From an optimization exercise on the open Yosys and OpenROAD flow, aimed at small area, a short achievable clock period and few clock cycles per item; shortcuts taken in it are not production practice.
Only simulation tests tie the RTL to the original design; equivalence was not proved.
Power is estimated from default activity; no workload was simulated.

<file path="flow/flow/run.sh">
#!/bin/bash
# Standard layout, with the port buffers made from plain buffers (buffer_ports
# otherwise picks a delay buffer, which slows every input and output path).
set -euo pipefail
export BUFFER_PORTS_ARGS="-buffer_cell sky130_fd_sc_hd__buf_2"
bash standard.sh finish > make_flow.log 2>&1
</file>
<file path="flow/standard.sh">
#!/bin/bash
# synth_recipe.tcl (not shown) runs the flow's synth.tcl, then flattens the netlist and writes it again
# the make line also repeats each setting of config.mk as NAME=value (left out here)
make -C /OpenROAD-flow-scripts/flow DESIGN_CONFIG=/design/flow/config.mk WORK_HOME=/design/flow/orfs CLKGATE_MAP_FILE= SYNTH_SCRIPT=/design/flow/synth_recipe.tcl "${@:-finish}"
</file>
<file path="flow/config.mk">
export PLATFORM = sky130hd
export DESIGN_NAME = cpu6_mmu
export DESIGN_NICKNAME = cpu6_mmu
export VERILOG_FILES = /design/flow/design.v
export SDC_FILE = /design/flow/constraint.sdc
export NUM_CORES = 4
export LEC_CHECK = 0
export CAP_MARGIN = 20
export CORE_MARGIN = 2
export CORE_UTILIZATION = 62
export CTS_CLUSTER_DIAMETER = 90
export CTS_CLUSTER_SIZE = 25
export SETUP_SLACK_MARGIN = 5.0
export SLEW_MARGIN = 20
</file>
<file path="flow/constraint.sdc">
create_clock -name core_clock -period 8.0 [get_ports {clock}]
set_input_delay 1.6000 -clock core_clock [delete_from_list [all_inputs] [get_ports {clock}]]
set_output_delay 1.6000 -clock core_clock [all_outputs]
set_load 0.01 [all_outputs]
</file>
<file path="flow/design.v">
`default_nettype none
package mmu_pkg;
    localparam int page_base_width = 3;
    localparam int page_index_width = 8;
    localparam int offset_width = 11;
    localparam int logical_width = 16;
    localparam int physical_width = 19;
    localparam int frame_width = 8;
    localparam int data_width = 8;
    localparam int table_entries = 1 << page_index_width;
    typedef logic [logical_width-1:0] logical_addr_t;
    typedef logic [physical_width-1:0] physical_addr_t;
    typedef logic [frame_width-1:0] frame_t;  
    typedef logic [data_width-1:0] data_t;
    typedef enum logic [1:0] {
        op_read = 2'b00,
        op_write = 2'b01,
        op_load_page = 2'b10
    } opcode_t;
    typedef struct packed {
        logic [page_index_width-1:0] index;
        frame_t frame;
    } page_load_t;
    typedef union packed {
        logical_addr_t address;
        page_load_t load;
    } request_payload_u;
    typedef struct packed {
        opcode_t opcode;
        request_payload_u payload;
        data_t write_data;  
    } request_t;
    typedef struct packed {
        data_t read_data;
        logic write;
        logic bad_page;
    } response_t;
endpackage
`default_nettype wire
`default_nettype none
module page_translator (
    input logic clock,
    input logic reset,
    input logic [15:0] index_high,  
    input logic [15:0] index_low,   
    input logic [15:0] load_high_n,  
    input logic [15:0] load_low_n,   
    input mmu_pkg::frame_t frame_in,
    output logic [3:0][mmu_pkg::frame_width-1:0] quarters  
);
    localparam int table_entries = mmu_pkg::table_entries;
    logic [table_entries-1:0][mmu_pkg::frame_width-1:0] page_table;
    logic [table_entries-1:0] select;
    logic [table_entries-1:0] write_enable;
    logic [3:0][mmu_pkg::frame_width-1:0] quarter_select;
    always_comb begin
        for (int i = 0; i < table_entries; i++) begin
            select[i] = index_high[i / 16] && index_low[i % 16];
        end
    end
    always_comb begin
        for (int i = 0; i < table_entries; i++) begin
            write_enable[i] = !(load_high_n[i / 16] || load_low_n[i % 16]);
        end
    end
    always_comb begin
        quarter_select = '0;
        for (int i = 0; i < table_entries; i++) begin
            quarter_select[i / 64] = quarter_select[i / 64]
                | (page_table[i] & {mmu_pkg::frame_width{select[i]}});
        end
    end
    always_ff @(posedge clock) begin
        for (int i = 0; i < table_entries; i++) begin
            if (write_enable[i]) begin
                page_table[i] <= frame_in;
            end
        end
        quarters <= quarter_select;
    end
endmodule
`default_nettype wire
`default_nettype none
module op_queue #(
    parameter int depth = 4
) (
    input logic clock,
    input logic reset,
    input mmu_pkg::response_t in_data,
    input logic in_valid,
    output mmu_pkg::response_t response,
    output logic response_valid,
    input logic response_ready
);
    localparam int pointer_width = $clog2(depth);
    logic [depth-1:0][mmu_pkg::data_width+1:0] entries;
    logic [pointer_width-1:0] write_ptr;
    logic [pointer_width-1:0] read_ptr;
    logic [pointer_width:0] count;
    logic pop;
    logic advance;       
    logic from_queue;    
    logic push;          
    assign pop = response_valid && response_ready;
    assign advance = !response_valid || pop;
    assign from_queue = (count != '0);
    assign push = in_valid && !(advance && !from_queue);
    always_ff @(posedge clock or posedge reset) begin
        if (reset) begin
            response_valid <= 1'b0;
            count <= '0;
            write_ptr <= '0;
            read_ptr <= '0;
        end else begin
            if (advance) begin
                response_valid <= from_queue || in_valid;
            end
            if (push) begin
                write_ptr <= write_ptr + 1'b1;
            end
            if (advance && from_queue) begin
                read_ptr <= read_ptr + 1'b1;
            end
            count <= count + {{pointer_width{1'b0}}, push}
                - {{pointer_width{1'b0}}, advance && from_queue};
        end
    end
    always_ff @(posedge clock) begin
        if (advance) begin
            response <= from_queue ? entries[read_ptr] : in_data;
        end
        for (int i = 0; i < depth; i++) begin
            if (push && write_ptr == pointer_width'(i)) begin
                entries[i] <= in_data;
            end
        end
    end
endmodule
`default_nettype wire
`default_nettype none
module bus_cycle_unit (
    input logic clock,
    input logic reset,
    input logic issue,           
    input logic issue_write,
    input mmu_pkg::physical_addr_t issue_address,
    input mmu_pkg::data_t issue_data,
    output mmu_pkg::physical_addr_t address_bus,
    output mmu_pkg::data_t data_out,
    input mmu_pkg::data_t data_in,
    output logic write_en,
    output mmu_pkg::response_t result,
    output logic result_valid
);
    logic busy;            
    logic bus_write;       
    logic use_latch;       
    logic bad_page;
    always_ff @(posedge clock or posedge reset) begin
        if (reset) begin
            busy <= 1'b0;
            write_en <= 1'b0;
            data_out <= '0;
        end else begin
            busy <= issue;
            write_en <= issue && issue_write;
            if (issue && issue_write) begin
                data_out <= issue_data;
            end
        end
    end
    always_ff @(posedge clock) begin
        address_bus <= issue_address;
        bus_write <= issue_write;
        use_latch <= issue_write || (issue_address[18:8] == '0);
        bad_page <= (&issue_address[18:13]) && issue_address[11];
    end
    assign result_valid = busy;
    assign result.read_data = use_latch ? data_out : data_in;
    assign result.write = bus_write;
    assign result.bad_page = bad_page;
endmodule
`default_nettype wire
`default_nettype none
module cpu6_mmu #(
    parameter int queue_depth = 4
) (
    input logic clock,
    input logic reset,
    input logic [mmu_pkg::page_base_width-1:0] page_base,
    input mmu_pkg::request_t request,
    input logic request_valid,
    output logic request_ready,
    output mmu_pkg::response_t response,
    output logic response_valid,
    input logic response_ready,
    output mmu_pkg::physical_addr_t address_bus,
    output mmu_pkg::data_t data_out,
    input mmu_pkg::data_t data_in,
    output logic write_en
);
    localparam int room = queue_depth + 1;
    logic issue_valid;
    logic issue_load;
    logic issue_write;
    logic [15:0] issue_high;  
    logic [15:0] issue_low;
    logic issue_table_write;   
    logic issue_clear;         
    logic [mmu_pkg::page_index_width-1:0] issue_load_index;
    logic [15:0] load_high_n;  
    logic [15:0] load_low_n;   
    logic [mmu_pkg::offset_width-1:8] issue_offset_top;
    mmu_pkg::frame_t issue_offset_low;  
    mmu_pkg::data_t issue_data;
    logic lookup_valid;
    logic lookup_write;
    logic [mmu_pkg::offset_width-1:0] lookup_offset;
    mmu_pkg::data_t lookup_data;
    logic [3:0][mmu_pkg::frame_width-1:0] lookup_quarters;
    logic accept;
    logic accept_access;
    logic request_load;
    logic [mmu_pkg::page_index_width-1:0] request_index;
    logic [mmu_pkg::page_index_width-1:0] load_index;
    logic response_taken;
    logic [room-1:0] outstanding;
    mmu_pkg::frame_t frame;
    mmu_pkg::response_t result;
    logic result_valid;
    assign accept = request_valid && request_ready;
    assign request_load = (request.opcode == mmu_pkg::op_load_page);
    assign accept_access = accept && !request_load;
    assign request_index = {page_base, request.payload.address[15:11]};  
    assign load_index = request.payload.load.index;
    assign response_taken = response_valid && response_ready;
    always_ff @(posedge clock or posedge reset) begin
        if (reset) begin
            outstanding <= '0;
            request_ready <= 1'b0;  
            issue_valid <= 1'b0;
            lookup_valid <= 1'b0;
            issue_table_write <= 1'b1;
            issue_clear <= 1'b1;
            issue_offset_low <= '0;
        end else begin
            if (accept_access && !response_taken) begin
                outstanding <= {outstanding[room-2:0], 1'b1};
            end else if (response_taken && !accept_access) begin
                outstanding <= {1'b0, outstanding[room-1:1]};
            end
            request_ready <= !(outstanding[room-1] && !response_taken)
                && !(outstanding[room-2] && accept_access && !response_taken);
            issue_table_write <= accept && request_load;
            issue_clear <= 1'b0;
            issue_offset_low <= request.payload.address[7:0];
            issue_valid <= accept;
            lookup_valid <= issue_valid && !issue_load;
        end
    end
    always_ff @(posedge clock) begin
        issue_load <= request_load;
        issue_write <= (request.opcode == mmu_pkg::op_write);
        for (int i = 0; i < 16; i++) begin
            issue_high[i] <= (request_index[7:4] == 4'(i));
            issue_low[i] <= (request_index[3:0] == 4'(i));
        end
        issue_offset_top <= request.payload.address[10:8];
        issue_load_index <= load_index;
        issue_data <= request.write_data;
        lookup_write <= issue_write;
        lookup_offset <= {issue_offset_top, issue_offset_low};
        lookup_data <= issue_data;
    end
    always_comb begin
        for (int i = 0; i < 16; i++) begin
            load_high_n[i] = !(issue_table_write
                && (issue_clear || issue_load_index[7:4] == 4'(i)));
            load_low_n[i] = !(issue_clear || issue_load_index[3:0] == 4'(i));
        end
    end
    page_translator u_translator (
        .clock(clock),
        .reset(reset),
        .index_high(issue_high),
        .index_low(issue_low),
        .load_high_n(load_high_n),
        .load_low_n(load_low_n),
        .frame_in(issue_offset_low),
        .quarters(lookup_quarters)
    );
    assign frame = lookup_quarters[0] | lookup_quarters[1] | lookup_quarters[2]
        | lookup_quarters[3];
    bus_cycle_unit u_bus (
        .clock(clock),
        .reset(reset),
        .issue(lookup_valid),
        .issue_write(lookup_write),
        .issue_address({frame, lookup_offset}),
        .issue_data(lookup_data),
        .address_bus(address_bus),
        .data_out(data_out),
        .data_in(data_in),
        .write_en(write_en),
        .result(result),
        .result_valid(result_valid)
    );
    op_queue #(
        .depth(queue_depth)
    ) u_queue (
        .clock(clock),
        .reset(reset),
        .in_data(result),
        .in_valid(result_valid),
        .response(response),
        .response_valid(response_valid),
        .response_ready(response_ready)
    );
endmodule
`default_nettype wire
</file>
==> run notes <==
The die covers 136,000 sq um. Fraction of registers with async set or reset after synthesis: 0.0159. Counting flops with a built-in enable in the synthesized netlist gives 2,098. Setup slack closes at 5.04 ns. The via density per instance works out to 6.99. The logic gate share of total power came out at 0.053.

The largest total area in the synthesized netlist belongs to sky130_fd_sc_hd__edfxtp_1. The count of clock tree sinks was 2,258; the post-synthesis to final-layout area growth was 6.26%. The clock tree synthesis step divided the H-tree into 3 levels.

The tools report the tightest slew margin relative to the limit as 0.248. The proportion of netlist area held by the largest area contributor was 0.765; the share of power burned in the clock network was 0.292. 81 I/O pins were placed. The effective utilization at floorplan came out at 0.626.

Dividing the detail-routed wire length by the instance count gives 33.5 microns. The switching part of the total is 0.218, and the chip width is 368 microns. The proportion of power drawn by flip-flops and latches was 0.655; the clock edge transition at the registers on the reported setup and hold paths was 0.10 ns.

The maximum VDD drop was 0.187 mV. The run gives 9 as the number of antenna violations at the first check in global routing. The path class of the lowest-slack min-delay path is reg -> reg.

The actual slew at the worst max-slew pin came out at 1.13 ns. The final net count was 4,661. The signal on the critical path passes through buf_4 > and2_1 > a221oi_1 > nand4_1 > a211oi_1 > nand4_1. The net switching power figure was 0.00448 W.

Counting I/O delays and the setup requirement, the final critical path takes 2.96 ns. Based on the critical path, the design can be clocked at up to 0.337 GHz. The run gives 42,489 as the via count of the first global-routing pass. Share of the clock period used by the worst path: 0.370.

The logs give 0 for the number of slew-limit violations in the final report and 0 for the final number of hold-violating endpoints. At the end of routability-driven placement, the weighted congestion stood at 0.850. In this run the worst path has a maximum fanout of 59. For this block, wires on met1 add up to 90.2 mm. The highest layer used for signal routing is met5. The tree is rooted in a sky130_fd_sc_hd__clkbuf_16. The internal portion of total power came out at 0.0160 W. Dividing total power by cell area gives a power density of 234 nW/um^2. Yosys printed 4 warnings. Clock latency on the worst-skew pair, taken at its later pin, is 0.76 ns. The pre-CTS setup slack is 4.76 ns, and the die boundary height is 368 microns.

Summed over all layers, the routed wires come to 217 mm. The clock arrives with 0.0329 ns of skew. The setup path with the least slack is of type reg -> reg. Across all layers, the routed design uses 45,147 vias. The total core area was 132,000 sq um. The run finished with no timing, DRC or antenna violations. The cell repeated most along the worst path is sky130_fd_sc_hd__nand4_1. HPWL reported at the end of detailed placement: 129 mm. Most used flip-flop cell after synthesis: sky130_fd_sc_hd__edfxtp_1. The run gives 9 as the count of TritonRoute iterations in the first routing pass. The summed instance area of the synthesized netlist came out at 82,400 sq um.

After routing, the total negative slack on setup checks comes to 0 ns. The fraction of final layout cells sized beyond drive strength 1 was 0.0841; the global-route wire length before repair was 309 mm. Data on the critical path is required at its endpoint by 8.60 ns. Setup repair after global routing could not meet its margin everywhere. The met3 wire length was 20.9 mm; the synthesis-stage register bit count was 2,258. The clock buffer count from CTS was 100. The first routing iteration left 7,481 violations. The synthesized area per cell works out to 17.6 sq um.

The worst setup path is captured at a flop. No sink is reached through more buffers than the 3 on the longest clock path. Across the run, the number of max-cap violations was 0. On the worst path, the slowest cell contributes a delay of 0.61 ns. Buffering stage count on the worst path with inverters included: 1. Entering global routing, the biggest net connects 167 pins. In the detailed route, the total length drawn on met2 is 99.8 mm. The number of distinct library cell variants in the gate-level netlist after synthesis is 48, and the all-layer global routing usage is 0.317. For the count of hold buffers inserted by post-cts repair, the log shows 0. After synthesis, the cell types taking the most area are sky130_fd_sc_hd__edfxtp_1 (77%), sky130_fd_sc_hd__a22oi_1 (5.5%), sky130_fd_sc_hd__a22o_1 (4.0%). The count of buffers added on input and output ports is 80. In this run the core area contains 133 standard-cell rows.

The slowest stage of the critical path belongs to the cell sky130_fd_sc_hd__dfxtp_4. Setup violations remaining at the end of the flow were counted as 0. After technology mapping, the gate count stands at 4,672.

For this run, design rule violations remaining after detail routing come to 0. TritonCTS built the clock tree. Once detail routing completed, the nets flagged for antenna violations numbered 0. The largest delay contributor family on the critical path is compound AO/OA/AOI/OAI gates.

The share of synthesized area occupied by flip-flops and latches is 0.806, and the arrival time at the worst endpoint is 3.56 ns. STA classifies the critical path startpoint as a flop. Summed over all layers, the global routing overflow is 0.

The run gives 4,721 as the net count after synthesis. The tools report the standby leakage power as 27.6 nW.
area by class of cell:
| class | instances | area (sq um) |
|---|---|---|
| diodes | 6 | 15.0 |
| clock buffers | 187 | 2940 |
| clock inverters | 1 | 20.0 |
| fillers | 8924 | 44100 |
| inverters | 12 | 45.0 |
| multi-input cells | 2070 | 14700 |
| flip-flops and latches | 2258 | 66500 |
| well taps | 1755 | 2200 |
| repair buffers | 170 | 1130 |
through the flow:
stage	std cells	power [W]	util	cell area (sq um)	hold slack, ns
4_1_cts	6453	0.0205	0.664	87500	0.324
3_3_place_gp	6265	0.0148	0.642	84500	0.310
5_1_grt	6455	0.0210	0.665	87500	0.328
3_5_place_dp	6265	0.0148	0.642	84500	0.312
6_report	6459	0.0205	0.665	87500	0.324
2_1_floorplan	4672	0.0142	-	82400	0.310
path summary, 6_finish.rpt:
check	startpoint	endpoint	slack, ns	cells past startpoint
max reg2reg	issue_low[10]	u_translator.quarters[20]	5.04	6
max in group asynchronous	reset	issue_offset_low[7]	6.22	2
min reg2reg	lookup_offset[0]	u_bus.address_bus[0]	0.32	0
max	issue_low[10]	u_translator.quarters[20]	5.04	6
min in group asynchronous	reset	outstanding[4]	1.07	2
min	lookup_offset[0]	u_bus.address_bus[0]	0.32	0
registers in the layout (all words and copies together), names as in the netlist, 2 cells and up:
name	count
issue_data	8
lookup_offset	11
outstanding	5
u_translator.page_table	2048
u_queue.write_ptr	2
u_bus.address_bus	19
lookup_data	8
issue_load_index	6
u_queue.response	10
u_queue.entries	40
u_queue.read_ptr	2
u_bus.data_out	8
issue_offset_top	2
u_queue.count	3
u_translator.quarters	32
issue_offset_low	8
issue_low	16
issue_high	16
worst reg2reg max path, stage by stage (launching register included):
cell and delay (ns):
sky130_fd_sc_hd__dfxtp_4 0.61, sky130_fd_sc_hd__buf_4 0.53, sky130_fd_sc_hd__and2_1 0.38, sky130_fd_sc_hd__a221oi_1 0.35
sky130_fd_sc_hd__nand4_1 0.19, sky130_fd_sc_hd__a211oi_1 0.60, sky130_fd_sc_hd__nand4_1 0.17
synthesized netlist by cell type (12+ instances only):
cell type and instances:
sky130_fd_sc_hd__a2111oi_2 13, sky130_fd_sc_hd__a22oi_1 600, sky130_fd_sc_hd__buf_6 22, sky130_fd_sc_hd__a21oi_1 12
sky130_fd_sc_hd__a211oi_1 18, sky130_fd_sc_hd__a21boi_0 13, sky130_fd_sc_hd__buf_2 98, sky130_fd_sc_hd__o21ai_0 36
sky130_fd_sc_hd__and3_1 28, sky130_fd_sc_hd__a221oi_1 68, sky130_fd_sc_hd__nor3_1 21, sky130_fd_sc_hd__nand2b_1 12
sky130_fd_sc_hd__nand4_1 126, sky130_fd_sc_hd__nand3_1 82, sky130_fd_sc_hd__o21ai_1 16, sky130_fd_sc_hd__dfxtp_1 124
sky130_fd_sc_hd__clkbuf_1 167, sky130_fd_sc_hd__and2_1 21, sky130_fd_sc_hd__inv_1 12, sky130_fd_sc_hd__a22o_1 379
sky130_fd_sc_hd__dfrtp_1 34, sky130_fd_sc_hd__nor2b_1 19, sky130_fd_sc_hd__a222oi_1 92, sky130_fd_sc_hd__edfxtp_1 2098
sky130_fd_sc_hd__mux2_2 16, sky130_fd_sc_hd__nor2_1 288, sky130_fd_sc_hd__buf_1 42, sky130_fd_sc_hd__nand2_1 147
power by group through the flow:
stage | combinational (W) | sequential (W) | clock (W)
2_1_floorplan | 0.000579 | 0.0137 | 0
3_3_place_gp | 0.00107 | 0.0137 | 0
3_5_place_dp | 0.00108 | 0.0137 | 0
5_1_grt | 0.00116 | 0.0135 | 0.00642
4_1_cts | 0.00109 | 0.0134 | 0.00603
6_report | 0.00109 | 0.0134 | 0.00599
cell families after synthesis:
family | synth area share
compound gates | 0.124
xor+xnor | 0.000532
fa+ha+maj | 0.00131
buf+inv | 0.0193
flops | 0.806
mux | 0.00529
other cells | 0.0000455
simple gates | 0.0431
layout by cell type, fill, tap and decap left out, drive strengths merged, types with 2 or more instances in the layout:
cell,count
a2111oi,13
a211oi,18
a21boi,23
a21oi,12
a221oi,68
a222oi,92
a22o,379
a22oi,600
a31oi,6
and2,22
and3,28
buf,170
clkbuf,187
dfrtp,34
dfstp,2
dfxtp,124
diode,6
edfxtp,2098
ha,7
inv,13
mux2,16
mux2i,3
mux4,10
nand2,147
nand2b,12
nand3,82
nand4,126
nor2,288
nor2b,19
nor3,21
nor4,5
o21ai,52
or3,2
or4,7
xnor2,4
timing repair:
action | 4_1_cts | 5_1_grt
endpoints found under the setup margin | 86 | 575
pin swaps | 0 | 0
resized for setup | 6 | 13
buffers inserted | 0 | 0
routing by layer:
metal / vias up / GRT usage
met5: - / 0
met4: 8 / 0.0737
met3: 283 / 0.0535
met2: 2486 / 0.479
met1: 23325 / 0.490
li1: 19045 / -
Testbench counts, summed over its fixed seeds: cycles 20,031, responses 18,164.

separate check: timing with driven ports:
No port has a modelled driver above. Below, the same layout with a new extraction and two added sets of constraints.
Step 1 (the two cells are an assumption about what drives the block):
set clk [get_ports {clock}]
set_driving_cell -lib_cell sky130_fd_sc_hd__clkbuf_16 $clk
set_driving_cell -lib_cell sky130_fd_sc_hd__buf_2 [delete_from_list [all_inputs] $clk]
Step 2 times the ports against the registers' clock, not the clock port: input delays grow and output delays shrink by t, the midpoint of the rising clock arrivals with the driver on.
Slacks: ideal ports / drivers / drivers and shift; pairs: ideal ports / drivers.
t (ns): 0.822
slack for setup (ns): 5.037 / 4.978 / 4.775
worst register clock-pin slew, ns: 0.11 / 0.11
After both steps setup and hold are still met in this run. The setup slack of this run moves by -0.059 ns with the drivers and by -0.262 ns with both steps.
